Context: an optimization exercise on an open-source flow, tuned for small area and a short achievable clock period. The choices shown serve that exercise and are no tape-out recipe. In this exercise RTL edits were held to simulation tests only and were not proved equivalent to the original. Power and IR drop assume default switching activity.

<file path="design.v">
package cis_usb_packetizer_pkg;
  localparam int          FIFO_DEPTH_DEF   = 512;
  localparam logic [7:0]  SYNC0            = 8'hA5;
  localparam logic [7:0]  SYNC1            = 8'h5A;
  localparam int          CIS_CLK_PER_LINE = 2760;
  localparam int          PIX_PER_LINE_300 = 2700;
  localparam int          PIX_PER_LINE_600 = 5400;
  typedef enum logic [2:0] {
    ST_IDLE = 3'd0,
    ST_HDR0 = 3'd1,
    ST_HDR1 = 3'd2,
    ST_HDR2 = 3'd3,
    ST_HDR3 = 3'd4,
    ST_PIX  = 3'd5
  } state_t;
endpackage
module sync_fifo #(
  parameter int WIDTH = 8,
  parameter int DEPTH = 512
) (
  input  logic             clk,
  input  logic             rst,
  input  logic             wr_en,
  input  logic [WIDTH-1:0] wr_data,
  input  logic             rd_en,
  output logic [WIDTH-1:0] rd_data,
  output logic             full,
  output logic             empty
);
  localparam int NB = 8;
  localparam int BW = $clog2(NB);
  localparam int R  = DEPTH / NB - 1;
  localparam int RW = $clog2(R);
  localparam int HI = (R + 7) / 8;
  localparam int CW = $clog2(DEPTH) + 1;
  logic [CW-1:0]     cnt;
  logic              empty_r, full_r, lt8_r, eq8_r, eq9_r;
  logic [BW-1:0]     rbank, wbank;
  logic [RW-1:0]     wrow;
  logic [HI-1:0]     rhi;             
  logic [7:0]        rlo;             
  logic [WIDTH-1:0]  head [NB];
  logic [WIDTH*NB*R-1:0] store;
  logic inc, dec;
  assign inc = wr_en && !rd_en;
  assign dec = rd_en && !wr_en;
  assign rd_data = head[rbank];
  assign empty   = empty_r;
  assign full    = full_r;
  always_ff @(posedge clk) begin
    if (rst) begin
      cnt     <= '0;
      empty_r <= 1'b1;
      full_r  <= 1'b0;
      lt8_r   <= 1'b1;
      eq8_r   <= 1'b0;
      eq9_r   <= 1'b0;
    end else if (inc) begin
      cnt     <= cnt + 1'b1;
      empty_r <= 1'b0;
      full_r  <= (cnt == CW'(DEPTH - 1));
      lt8_r   <= (cnt < CW'(NB - 1));
      eq8_r   <= (cnt == CW'(NB - 1));
      eq9_r   <= (cnt == CW'(NB));
    end else if (dec) begin
      cnt     <= cnt - 1'b1;
      empty_r <= (cnt == CW'(1));
      full_r  <= 1'b0;
      lt8_r   <= (cnt < CW'(NB + 1));
      eq8_r   <= (cnt == CW'(NB + 1));
      eq9_r   <= (cnt == CW'(NB + 2));
    end
  end
  logic rwrap;
  assign rwrap = rhi[(R - 1) / 8] && rlo[(R - 1) % 8];
  always_ff @(posedge clk) begin
    if (rst) begin
      rbank <= '0;
      wbank <= '0;
      rhi   <= HI'(1);
      rlo   <= 8'd2;
      wrow  <= '0;
    end else begin
      if (rd_en) begin
        rbank <= rbank + 1'b1;
        if (rbank == BW'(NB - 1)) begin
          rlo <= (rwrap || rlo[7]) ? 8'd1 : {rlo[6:0], 1'b0};
          if (rwrap)       rhi <= HI'(1);
          else if (rlo[7]) rhi <= {rhi[HI-2:0], 1'b0};
        end
      end
      if (wr_en) begin
        wbank <= wbank + 1'b1;
        if (wbank == BW'(NB - 1)) wrow <= (wrow == RW'(R - 1)) ? '0 : wrow + 1'b1;
      end
    end
  end
  logic              w_valid;
  logic [NB-1:0]     w_bank_n;
  logic [WIDTH-1:0]  w_data;
  logic [HI-1:0]     w_hi;
  logic [7:0]        w_lo;
  always_ff @(posedge clk) begin
    if (rst) begin
      w_valid  <= 1'b0;
      w_bank_n <= '1;
    end else begin
      w_valid <= wr_en;
      for (int b = 0; b < NB; b++) w_bank_n[b] <= !(wr_en && (wbank == BW'(b)));
    end
  end
  always_ff @(posedge clk) begin
    w_data <= wr_data;
    for (int h = 0; h < HI; h++) w_hi[h] <= (wrow[RW-1:3] == (RW-3)'(h));
    for (int l = 0; l < 8; l++)  w_lo[l] <= (wrow[2:0] == 3'(l));
  end
  logic [R-1:0] wsel_n, rsel;
  always_comb begin
    for (int r = 0; r < R; r++) begin
      wsel_n[r] = !(w_hi[r / 8] && w_lo[r % 8]);
      rsel[r] = rhi[r / 8] && rlo[r % 8];
    end
  end
  for (genvar b = 0; b < NB; b++) begin : g_bank
    logic             wb;
    logic [WIDTH-1:0] rd_b;
    assign wb = wr_en && (wbank == BW'(b));
    for (genvar r = 0; r < R; r++) begin : g_row
      always_ff @(posedge clk) begin
        if (!(w_bank_n[b] || wsel_n[r])) store[(r*NB+b)*WIDTH +: WIDTH] <= w_data;
      end
    end
    always_comb begin
      rd_b = '0;
      for (int r = 0; r < R; r++)
        rd_b = rd_b | ({WIDTH{rsel[r]}} & store[(r*NB+b)*WIDTH +: WIDTH]);
    end
    always_ff @(posedge clk) begin
      if (rd_en && rbank == BW'(b)) begin
        head[b] <= (wr_en && eq8_r) ? wr_data : (w_valid && eq9_r) ? w_data : rd_b;
      end else if (wb && lt8_r) begin
        head[b] <= wr_data;
      end
    end
  end
endmodule
module cis_usb_packetizer
#(
  parameter int FIFO_DEPTH   = cis_usb_packetizer_pkg::FIFO_DEPTH_DEF,
  parameter int PIX_PER_LINE = cis_usb_packetizer_pkg::PIX_PER_LINE_300
) (
  input  logic        USB_CLK,
  input  logic        RST,
  input  logic        PIX_VALID,
  input  logic [7:0]  PIX_DATA,
  input  logic        LINE_START,
  input  logic        USB_TXE_L,
  output logic [7:0]  USB_DATA,
  output logic        USB_WR_L,
  output logic        OVERFLOW,
  output logic [15:0] LINE_COUNT
);
  localparam int             PCW      = $clog2(PIX_PER_LINE + 1);
  localparam logic [PCW-1:0] LAST_PIX = PCW'(PIX_PER_LINE - 1);
  logic        st_h0, st_h1, st_h2, st_h3, st_pix, st_hdr;
  logic [15:0] line_count;
  logic [15:0] hdr_num;
  logic [PCW-1:0] pix_cnt;
  logic        pend_valid;
  logic [7:0]  pend_data;
  logic        push_req;
  logic [7:0]  push_data;
  logic        pix_drop;
  logic        last_pix;
  logic        fifo_push, fifo_pop, fifo_full, fifo_empty;
  logic [7:0]  fifo_rd_data;
  logic        wr_l;
  logic [7:0]  out_data;
  logic        overflow;
  assign st_hdr    = st_h0 | st_h1 | st_h2 | st_h3;
  assign last_pix  = (pix_cnt == LAST_PIX);
  assign hdr_num   = line_count - 16'd1;
  assign push_req  = !LINE_START && (st_hdr || (st_pix && (pend_valid || PIX_VALID)));
  assign push_data = ({8{st_h0}} & cis_usb_packetizer_pkg::SYNC0)
                   | ({8{st_h1}} & cis_usb_packetizer_pkg::SYNC1)
                   | ({8{st_h2}} & hdr_num[15:8])
                   | ({8{st_h3}} & hdr_num[7:0])
                   | ({8{st_pix &&  pend_valid}} & pend_data)
                   | ({8{st_pix && !pend_valid}} & PIX_DATA);
  assign pix_drop  = !LINE_START && st_hdr && PIX_VALID && pend_valid;
  assign fifo_pop  = (wr_l || !USB_TXE_L) && !fifo_empty;
  assign fifo_push = push_req && (!fifo_full || fifo_pop);
  always_ff @(posedge USB_CLK) begin
    if (RST) begin
      st_h0      <= 1'b0;
      st_h1      <= 1'b0;
      st_h2      <= 1'b0;
      st_h3      <= 1'b0;
      st_pix     <= 1'b0;
      pend_valid <= 1'b0;
      line_count <= '0;
    end else if (LINE_START) begin
      st_h0      <= 1'b1;
      st_h1      <= 1'b0;
      st_h2      <= 1'b0;
      st_h3      <= 1'b0;
      st_pix     <= 1'b0;
      pend_valid <= 1'b0;
      line_count <= line_count + 16'd1;
    end else begin
      st_h0      <= 1'b0;
      st_h1      <= st_h0;
      st_h2      <= st_h1;
      st_h3      <= st_h2;
      st_pix     <= st_h3 || (st_pix && !((pend_valid || PIX_VALID) && last_pix));
      pend_valid <= (st_hdr && (pend_valid || PIX_VALID))
                 || (st_pix && pend_valid && PIX_VALID && !last_pix);
    end
  end
  always_ff @(posedge USB_CLK) begin
    if (PIX_VALID && !(st_hdr && pend_valid)) pend_data <= PIX_DATA;
  end
  always_ff @(posedge USB_CLK) begin
    if (LINE_START) begin
      pix_cnt <= '0;
    end else if (st_pix && (pend_valid || PIX_VALID)) begin
      pix_cnt <= pix_cnt + 1'b1;
    end
  end
  always_ff @(posedge USB_CLK) begin
    if (RST) begin
      overflow <= 1'b0;
    end else if (pix_drop || (push_req && !fifo_push)) begin
      overflow <= 1'b1;
    end
  end
  always_ff @(posedge USB_CLK) begin
    if (RST) begin
      wr_l     <= 1'b1;
      out_data <= '0;
    end else if (fifo_pop) begin
      wr_l     <= 1'b0;
      out_data <= fifo_rd_data;
    end else if (!USB_TXE_L) begin
      wr_l     <= 1'b1;
    end
  end
  sync_fifo #(
    .WIDTH (8),
    .DEPTH (FIFO_DEPTH)
  ) u_fifo (
    .clk     (USB_CLK),
    .rst     (RST),
    .wr_en   (fifo_push),
    .wr_data (push_data),
    .rd_en   (fifo_pop),
    .rd_data (fifo_rd_data),
    .full    (fifo_full),
    .empty   (fifo_empty)
  );
  assign USB_DATA   = out_data;
  assign USB_WR_L   = wr_l;
  assign OVERFLOW   = overflow;
  assign LINE_COUNT = line_count;
endmodule
</file>
<file path="flow/run.sh">
#!/bin/bash
set -euo pipefail
export BUFFER_PORTS_ARGS="-buffer_cell sky130_fd_sc_hd__buf_4"
bash standard.sh finish > standard_flow.log 2>&1
</file>
<file path="standard.sh">
#!/bin/bash
# synth_recipe.tcl (not shown) runs the flow's synth.tcl, then flattens the netlist and writes it again
# the make line also repeats each setting of config.mk as NAME=value (left out here)
make -C /OpenROAD-flow-scripts/flow DESIGN_CONFIG=/design/flow/config.mk WORK_HOME=/design/flow/orfs CLKGATE_MAP_FILE= SYNTH_SCRIPT=/design/flow/synth_recipe.tcl "${@:-finish}"
</file>
<file path="config.mk">
export PLATFORM = sky130hd
export DESIGN_NAME = cis_usb_packetizer
export DESIGN_NICKNAME = cis_usb_packetizer
export VERILOG_FILES = /design/flow/design.v
export SDC_FILE = /design/flow/constraint.sdc
export NUM_CORES = 4
export LEC_CHECK = 0
export CAP_MARGIN = 20
export CORE_MARGIN = 2
export CORE_UTILIZATION = 50
export CTS_BUF_LIST = sky130_fd_sc_hd__clkbuf_16
export CTS_CLUSTER_DIAMETER = 60
export CTS_CLUSTER_SIZE = 30
export SETUP_SLACK_MARGIN = 2.7
export SLEW_MARGIN = 20
</file>
<file path="constraint.sdc">
create_clock -name core_clock -period 5.5 [get_ports {USB_CLK}]
set_input_delay 1.1000 -clock core_clock [delete_from_list [all_inputs] [get_ports {USB_CLK}]]
set_output_delay 1.1000 -clock core_clock [all_outputs]
set_load 0.01 [all_outputs]
</file>
==> key figures <==
Clock network
  – Worst-path clk slew: 90 ps
  – H-tree Lvls: 5
  – Clk sinks: 4224
  – Clk latency of the worst-skew pair: 990 ps
  – Clk root buf: clkbuf_16
  – CTS max path bufs: 4
  – Hold buffer count at CTS: 0
  – CTS tree: yes
  – CTS Buf Count: 266

Route
  – Final WL: 567700 um
  – Drt first pass iters: 12
  – WL/cell: 40.70 um
  – DR vias/cell: between 7 and 8
  – Residual DRC: 0
  – Via count: 99.90k
  – Initial drt markers: 19.96k
  – Detail Route Antenna Nets: 0

Setup path
  – WP data required: just over 6000 ps
  – Setup Crit Path Kind: reg2reg
  – Max FO, Critical Path: 13
  – Reg2reg path depth: 9
  – Levels on crit path: 9
  – Worst path cell trace: buf_12, buf_12, buf_4, buf_12, a22oi_2, nand2_1, a222oi_1, nand4_1, a31o_2
  – Crit. End Element: flop
  – CP dominant cell by count: buf_12
  – Critical path startpoint category: flop
  – Slowest CP cell: a222oi_1
  – Buf+Inv Stages, Crit Path: 4
  – WP data arrival: 3770 ps
  – Worst reg-to-reg setup slack: 2460 ps
  – Max incr delay on CP: 660 ps
  – Top cell family by delay on the critical path: compound AO/OA/AOI/OAI gates

Synthesis
  – Largest family of logic cells by synthesized area: compound AO/OA/AOI/OAI gates
  – Top post-synthesis cells by area: edfxtp_1 78%, a22oi_1 5.6%, a22o_1 4.1%
  – Most used DFF post-synth: edfxtp_1
  – Simple-gate portion of the synthesized area: 4.354%
  – Synth Cell Area: 158500 sq um
  – EDFF count, synth: 4104
  – Portion of netlist area occupied by mux cells: less than 1%
  – Most common cell in the netlist: edfxtp_1
  – Register area share after synthesis: 79.27%
  – Share of the synthesized area in the top cell type: just under 80%
  – Ys Warns: 3
  – Synth top cells by count: 4104 x edfxtp_1, 1186 x a22oi_1, 738 x a22o_1, 615 x nor2_1, 568 x clkbuf_1
  – Asr flop ratio synth: 0%
  – Compound-Gate Fraction of Synth Area: between 10% and 20%
  – XOR/XNOR Fraction of Synth Area: 0.2929%
  – Syn Inst Count: ~9.5k
  – Number of distinct library cells after synthesis: 70
  – Avg Synthesized Cell Area: 16.73 sq um
  – Register bit total from synthesis: 4224
  – Synth area leader: edfxtp_1
  – Post-Synth Adder-Cell Area: 0.1973%
  – Syn_nets: 9511

Die
  – Number of top-level pins: 39
  – Starting density of the core: 50.28%
  – Die Wd: 567.0 um
  – Core box area: 315200 sq um
  – Die H: 567.0 um
  – Site Rows: 206
  – Die area: 321500 sq um

Timing
  – Final setup fails: 0
  – Period utilization: 55.26%
  – RSZ-0062 raised after global routing: yes
  – Final worst slack: about 2500 ps
  – Clock Skew: 71.97 ps
  – Max Freq: roughly 0.33 GHz
  – Final hold violation count: 0
  – Period minus WS final: ~3000 ps
  – Rel. slew slack: 8.622%
  – Worst-Margin Slew: 1366 ps
  – Setup TNS Final: 0 ps
  – Max-slew violations: 0

GRT
  – Overall Global Routing Usage: 33.66%
  – Largest net degree at the start of global routing: 195
  – First-pass GRT wire length: 751100 um
  – Overflow after GRT: 0
  – Vias in the first global route: 90.91k
  – Initial antenna violation count: 50

Placement
  – I/O Buffers: 38
  – DPL Wire Length: 315000 um
  – GPL Wtd Cong: 0.9543
  – Setup Slack @ Placement: 1629 ps

Power and ir drop
  – Leak: 56.12 nW
  – Power per Cell Area: 332.9 nW/um^2
  – VDD IR-drop max: about 0.00026 V

Worst hold path
  – Hold path depth: 1
  – Hold Crit Class: in2reg

Cells and area
  – FILL cells: 23.99k
  – Share of layout cells above drive strength 1: 14.19%
  – Synth-to-Final Area Change: 12.77%
  – Final net count: 9530

Flow run
  – Max-cap violations: 0

Run status
  – Status: timing/DRC/antenna clean
==> final cells by class <==
cell class	instances	area [sq um]	area share, %
flip-flops and latches	4224	125800	70.36
multi-input cells	4469	31660	17.71
clock buffers	273	6832	3.822
repair buffers	482	6202	3.470
well taps	4160	5205	2.912
clock inverters	212	2686	1.503
inverters	49	197.7	0.1106
diodes	79	197.7	0.1106
==> worst reg2reg max path, cell delays in order (launching register included) <==
cell and delay, ps:
dfxtp_4 420, buf_12 170, buf_12 130, buf_4 170, buf_12 170, a22oi_2 160, nand2_1 100, a222oi_1 660
nand4_1 450, a31o_2 380
==> metrics by stage <==
step / power, mW / std cells / utilization (%) / area [sq um] / hold slack, ps
6_report: 59.51 / 13948 / 56.70 / 178700 / 345.9
5_1_grt: 60.65 / 13875 / 56.65 / 178600 / 333.0
4_1_cts: 59.38 / 13784 / 55.94 / 176300 / 317.4
3_5_place_dp: 37.42 / 13187 / 52.02 / 164000 / 451.6
3_3_place_gp: 37.41 / 13184 / 51.98 / 163900 / 449.8
2_1_floorplan: 36.84 / 9473 / - / 158500 / 448.5
==> cell families (layout without fill, tap and decap cells) <==
logic type | count (synthesis) | after routing
other | 0 | 79
AOI/OAI and AO/OA | 2781 | 2781
and+or+nand+nor | 1597 | 1598
DFF | 4224 | 4224
buffers and inverters | 781 | 1016
xor gates and xnor gates | 53 | 53
muxes | 12 | 12
adders and majority gates | 25 | 25
==> path summary, 6_finish.rpt <==
check,from,to
setup / recovery,u_fifo.rlo[1],u_fifo.head[2][0]
hold / removal,PIX_DATA[4],pend_data[4]
hold reg to reg,out_data[5],out_data[5]
setup reg to reg,u_fifo.rlo[1],u_fifo.head[2][0]
==> metal layers <==
metal  share of wire [%]  global-route usage (%)
met5               0.062                       0
met4                 6.3                   17.94
met3                  14                   10.61
met2                  43                   48.68
met1                  36                   45.64
==> what timing repair did <==
action                                  CTS  global route
gates cloned                             16            23
endpoints found under the setup margin  331           509
gates resized for setup                 299           248
pin swaps                                85           113
hold endpoints to repair                  0             0
buffers inserted                         96            56
==> flip-flops by register name, summed over array words and instances (netlist names), 3 cells and up <==
name             flops
u_fifo.w_lo          8
u_fifo.w_bank_n      8
u_fifo.head         64
u_fifo.store      4032
u_fifo.rbank         3
u_fifo.w_data        8
u_fifo.rlo           8
pend_data            8
u_fifo.w_hi          8
line_count          16
out_data             8
u_fifo.wbank         3
u_fifo.rhi           8
u_fifo.wrow          6
pix_cnt             12
u_fifo.cnt          10
==> where the power goes <==
part / internal (mW) / switching, mW
clock network: 10.6 / 12.1
logic: 0.308 / 1.02
registers: 35.3 / 0.173
total: 46.2 / 13.3
==> layout by cell type (no fill, tap or decap), types with 18 or more instances in the layout <==
cell type	n
nor2_2	106
clkinv_4	18
diode_2	79
clkinv_8	35
dfxtp_4	28
a221oi_1	66
inv_1	60
o22ai_1	69
buf_6	51
nor2_1	508
buf_12	96
a2111oi_4	18
a21oi_1	127
inv_8	26
a222oi_1	267
nand2_1	515
and3_4	23
clkbuf_16	294
inv_6	38
a21oi_2	26
buf_16	26
a22oi_1	1157
nand4_1	107
xor2_1	36
buf_4	271
o21ai_0	57
a22o_1	737
ha_1	23
a22oi_2	29
nand2_2	40
and3_1	28
nand3_1	139
o21ai_1	20
edfxtp_1	4104
a21boi_0	20
dfxtp_1	75
a221oi_2	18

[what the ideal ports hide]
How much do the figures lean on ideal ports? The routed layout below was timed once more, with nothing changed but the port constraints. Step 1, drivers: a clkbuf_16 drives USB_CLK and a buf_2 each remaining input, both assumed. Step 2 adds t to the input delays and takes it off the output delays; t is the mean of the earliest and latest rising clock arrival at the registers after step 1. Input paths then give back, and output paths get back, about the clock's delay inside the block. Slacks: ideal / step 1 / step 2; pairs: ideal / step 1.
shift t [ns]: 1.074
setup slack, ns: 2.461 / 2.461 / 2.024
slew at the worst register clock pin (ns): 0.11 / 0.11
worst slew at a driven data input, ns: 0.05
After both steps this run still meets setup and hold. The setup slack of this run moves by 0.000 ns with the drivers and by -0.437 ns with both steps.
